Background: an optimization exercise with open tools, aiming at a short achievable clock period and few clock cycles. Do not read the settings as production practice. In this exercise RTL edits were held to simulation tests only and were not proved equivalent to the original. Power and IR drop assume default switching activity.

==> job 8518 <==
==> flow/design.v (excerpt) <==
module rv_core (
    input  logic          clk,
    input  logic          rst_n,
    output rv_pkg::word_t imem_addr,
    input  rv_pkg::word_t imem_insn,
    output rv_pkg::word_t dmem_addr,
    output rv_pkg::word_t dmem_wdata,
    output logic          dmem_wen
);
clock: 6.0 ns
lec_check: 0
abc_area: 1
cap_margin: 20
core_margin: 2
core_utilization: 40
cts_cluster_diameter: 60
cts_cluster_size: 20
setup_slack_margin: 4
slew_margin: 20
run.sh (not shown) runs the stock make flow with config.mk's settings and CLKGATE_MAP_FILE= SYNTH_SCRIPT=/design/flow/synth_recipe.tcl, a recipe that flattens the netlist after the stock synthesis.
==> inputs of job 4212, as changes to job 8518 <==
--- a/flow/design.v
+++ b/flow/design.v
@@ -25,32 +25,21 @@
     input  logic          rst_n,
     output rv_pkg::word_t imem_addr,
     input  rv_pkg::word_t imem_insn,
     output rv_pkg::word_t insn,       
     output logic          valid       
 );
-    logic [29:0] pc;        
-    logic [29:0] pc_next;   
-    logic        run;       
+    logic [29:0] pc;   
     assign imem_addr = {pc, 2'b00};
     always_ff @(posedge clk or negedge rst_n) begin
         if (!rst_n) begin
-            run   <= 1'b0;
+            pc    <= '0;
             valid <= 1'b0;
         end else begin
-            run   <= 1'b1;
-            valid <= run;
-        end
-    end
-    always_ff @(posedge clk) begin
-        if (!run) begin
-            pc      <= 30'd0;
-            pc_next <= 30'd1;
-        end else begin
-            pc      <= pc_next;
-            pc_next <= pc_next + 30'd1;
+            pc    <= pc + 30'd1;
+            valid <= 1'b1;
         end
     end
     always_ff @(posedge clk) begin
         insn <= imem_insn;
     end
 endmodule
@@ -126,14 +115,12 @@
 `default_nettype wire
 `default_nettype none
 module reg_file (
     input  logic          clk,
     input  logic [31:0]   sel1,     
     input  logic [31:0]   sel2,
-    input  logic [31:0]   sel1h_n,  
-    input  logic [31:0]   sel2h_n,
     input  logic          byp1,     
     input  logic          byp2,
     output rv_pkg::word_t rdata1,
     output rv_pkg::word_t rdata2,
     input  logic          we,
     input  rv_pkg::reg_idx_t waddr,
@@ -148,14 +135,14 @@
         end
     end
     always_comb begin
         rdata1 = '0;
         rdata2 = '0;
         for (int i = 1; i < 32; i++) begin
-            rdata1 = rdata1 | (regs[i] & {{16{!sel1h_n[i]}}, {16{sel1[i]}}});
-            rdata2 = rdata2 | (regs[i] & {{16{!sel2h_n[i]}}, {16{sel2[i]}}});
+            rdata1 = rdata1 | (regs[i] & {32{sel1[i]}});
+            rdata2 = rdata2 | (regs[i] & {32{sel2[i]}});
         end
         if (byp1) rdata1 = wdata;
         if (byp2) rdata2 = wdata;
     end
 endmodule
 `default_nettype wire
@@ -311,23 +298,22 @@
     );
     hazard_ctrl u_hz2 (
         .rs (imem_insn[24:20]), .id_wr, .id_rd, .ex_wr, .ex_rd,
         .fwd_ex (f_fwd2), .fwd_wb (f_byp2), .rf_sel (f_sel2)
     );
     logic        d_fwd1, d_fwd2, d_byp1, d_byp2;
-    logic [31:0] d_sel1, d_sel2, d_sel1h_n, d_sel2h_n;
-    stage_reg #(.width(132)) u_if_id (
+    logic [31:0] d_sel1, d_sel2;
+    stage_reg #(.width(68)) u_if_id (
         .clk,
-        .d ({f_fwd1, f_fwd2, f_byp1, f_byp2, f_sel1, f_sel2, ~f_sel1, ~f_sel2}),
-        .q ({d_fwd1, d_fwd2, d_byp1, d_byp2, d_sel1, d_sel2, d_sel1h_n, d_sel2h_n})
+        .d ({f_fwd1, f_fwd2, f_byp1, f_byp2, f_sel1, f_sel2}),
+        .q ({d_fwd1, d_fwd2, d_byp1, d_byp2, d_sel1, d_sel2})
     );
     rv_pkg::word_t rf1, rf2;
     reg_file u_regs (
         .clk,
-        .sel1 (d_sel1), .sel2 (d_sel2), .sel1h_n (d_sel1h_n), .sel2h_n (d_sel2h_n),
-        .byp1 (d_byp1), .byp2 (d_byp2),
+        .sel1 (d_sel1), .sel2 (d_sel2), .byp1 (d_byp1), .byp2 (d_byp2),
         .rdata1 (rf1), .rdata2 (rf2),
         .we (wb_we), .waddr (wb_rd), .wdata (wb_data)
     );
     rv_pkg::word_t alu_sum, alu_result;
     rv_pkg::word_t ex_t, ex_g, ex_sa_l, ex_sa_r, ex_sd;
     logic [3:0]    ex_shl1, ex_shl4, ex_shr1, ex_shr4;
==> qor summary <==
Area share of the largest cell type after synthesis: job 4212 45.3%; job 8518 43.4%
Number of distinct library cell variants in the gate-level netlist after synthesis: job 4212 63; job 8518 58
Cts repair resizes: job 4212 1921; job 8518 1946
Number of sinks handled by clock tree synthesis: job 4212 1414; job 8518 1507
DP HPWL: job 4212 205000 um; job 8518 214000 um
Die outline width: job 4212 409 um; job 8518 418 um
Nets: job 4212 8311; job 8518 8709
Part of the total power dissipated in the clock network: job 4212 33.8%; job 8518 33.9%
Placed insts: job 4212 9746; job 8518 10200
Switching portion of total power: job 4212 31.8%; job 8518 31.5%
Multi-In Gates: job 4212 5384; job 8518 5224
Total length of routed met3 wires: job 4212 57900 um; job 8518 51300 um
Crit Reg-Reg Startpoint: job 4212 u_id_ex.q[48]; job 8518 u_fetch.insn[2]
Result of the run: job 4212 finished clean; job 8518 finished clean
Design Power: job 4212 24.6 mW; job 8518 25.7 mW
Vias: job 4212 65900; job 8518 67400
Testbench counts of job 8518, summed over its fixed seeds: cycles 3,088.
Testbench counts of job 4212, summed over its fixed seeds: cycles 3,080.

---

==> inputs of run G <==
rv_core, a different RTL version from the one above (not shown whole).
==> module fetch_pc, before the edit <==
module fetch_pc (
    input  logic          clk,
    input  logic          rst_n,
    output rv_pkg::word_t imem_addr,
    output logic          valid       
);
    logic [29:0] pc;        
    logic [29:0] pc_next;   
    assign imem_addr = {pc, 2'b00};
    always_ff @(posedge clk or negedge rst_n) begin
        if (!rst_n) begin
            pc      <= 30'd0;
            pc_next <= 30'd1;
            valid   <= 1'b0;
        end else begin
            pc      <= pc_next;
            pc_next <= pc_next + 30'd1;
            valid   <= 1'b1;
        end
    end
endmodule
Settings: LEC_CHECK=0, ABC_AREA=1, CAP_MARGIN=20, CORE_MARGIN=2, CORE_UTILIZATION=40, CTS_CLUSTER_DIAMETER=80, CTS_CLUSTER_SIZE=24, SETUP_SLACK_MARGIN=4, SLEW_MARGIN=20; clock period 6.0 ns.
==> run K: changes against run G <==
--- a/flow/design.v
+++ b/flow/design.v
@@ -29,14 +29,22 @@
     logic [29:0] pc;        
     logic [29:0] pc_next;   
+    logic        run;       
     assign imem_addr = {pc, 2'b00};
     always_ff @(posedge clk or negedge rst_n) begin
         if (!rst_n) begin
+            run   <= 1'b0;
+            valid <= 1'b0;
+        end else begin
+            run   <= 1'b1;
+            valid <= run;
+        end
+    end
+    always_ff @(posedge clk) begin
+        if (!run) begin
             pc      <= 30'd0;
             pc_next <= 30'd1;
-            valid   <= 1'b0;
         end else begin
             pc      <= pc_next;
             pc_next <= pc_next + 30'd1;
-            valid   <= 1'b1;
         end
     end
==> summary.txt <==
metric	run K	run G
Run status	finished clean	finished clean
Critical R2R Launch	u_if_id.q[45]	u_if_id.q[63]
Post-synthesis cell count	7675	7582
Number of global-route vias before repair	58900	58500
Final Total Pwr	23.4 mW	23.2 mW
Crit Reg-Reg Endpoint	u_id_ex.q[108]	u_id_ex.q[160]
Routed wire length	346000 um	334000 um
Synth Cell Area	66400 um^2	66300 um^2
Biggest fanout along the worst timing path	1	16
Critical Path RT	4.80 ns	6.65 ns
Reg2reg path depth	9	11
Complex-gate fraction of the synthesized area	0.0714	0.0662
Parity-gate share of the synthesized area counting xor and xnor cells	0.00413	0.00670
Worst Setup Slack, final	3.54 ns	3.42 ns
Sequential cell area in the final layout	39400 um^2	39700 um^2
Net switching share of the total power	0.319	0.314
Avg Synthesized Cell Area	8.65 um^2	8.74 um^2
Core Util, Final	0.518	0.510
Actual slew at the worst max-slew pin	1.26 ns	1.21 ns
Buffers plus inverters on the worst setup path	1	3
IR Drop Worst-Case VDD	0.219 mV	0.295 mV
Clock network area share	0.0332	0.0326
Maximum clock rate	0.406 GHz	0.387 GHz
Diode insertion count for antenna repair	13	9
Reported leakage power	34.1 nW	33.7 nW
Testbench counts of run G, summed over its fixed seeds: cycles 3,080.
Testbench counts of run K, summed over its fixed seeds: cycles 3,088.

port drivers added, routing unchanged:
The results above use ideal ports. As a check the final layouts listed here were re-extracted and re-timed, cells and wires unchanged.
Step 1 (the two cells are an assumption about what drives the block):
set clk [get_ports {clk}]
set_driving_cell -lib_cell sky130_fd_sc_hd__clkbuf_16 $clk
set_driving_cell -lib_cell sky130_fd_sc_hd__buf_2 [delete_from_list [all_inputs] $clk]
Step 2 moves the port delays by t, midway between the first and last clock arrival at a register: inputs arrive t later, outputs are due t later. That takes back most of the time a late clock gives input paths.
Three values: ideal, step 1, step 2; two values: the first two.
| run | t, ns | setup slack, ns | hold WS [ns] | worst data-port slew with drivers (ns) | pins driven straight from the clock port |
|---|---|---|---|---|---|
| job 8518 | 0.893 | 3.427 / 3.409 / 3.126 | 0.328 / 0.328 / 0.328 | 0.24 | 1 |
| job 4212 | 0.865 | 3.425 / 3.345 / 3.246 | 0.328 / 0.328 / 0.328 | 0.25 | 1 |
| run G | 0.811 | 3.418 / 3.418 / 3.322 | 0.328 / 0.328 / 0.328 | 0.05 | 1 |
| run K | 0.837 | 3.539 / 3.454 / 3.244 | 0.330 / 0.330 / 0.330 | 0.06 | 1 |
After both steps setup and hold are still met in every run listed. The setup slack of job 8518, which loses most, moves by -0.018 ns with the drivers and by -0.301 ns with both steps.
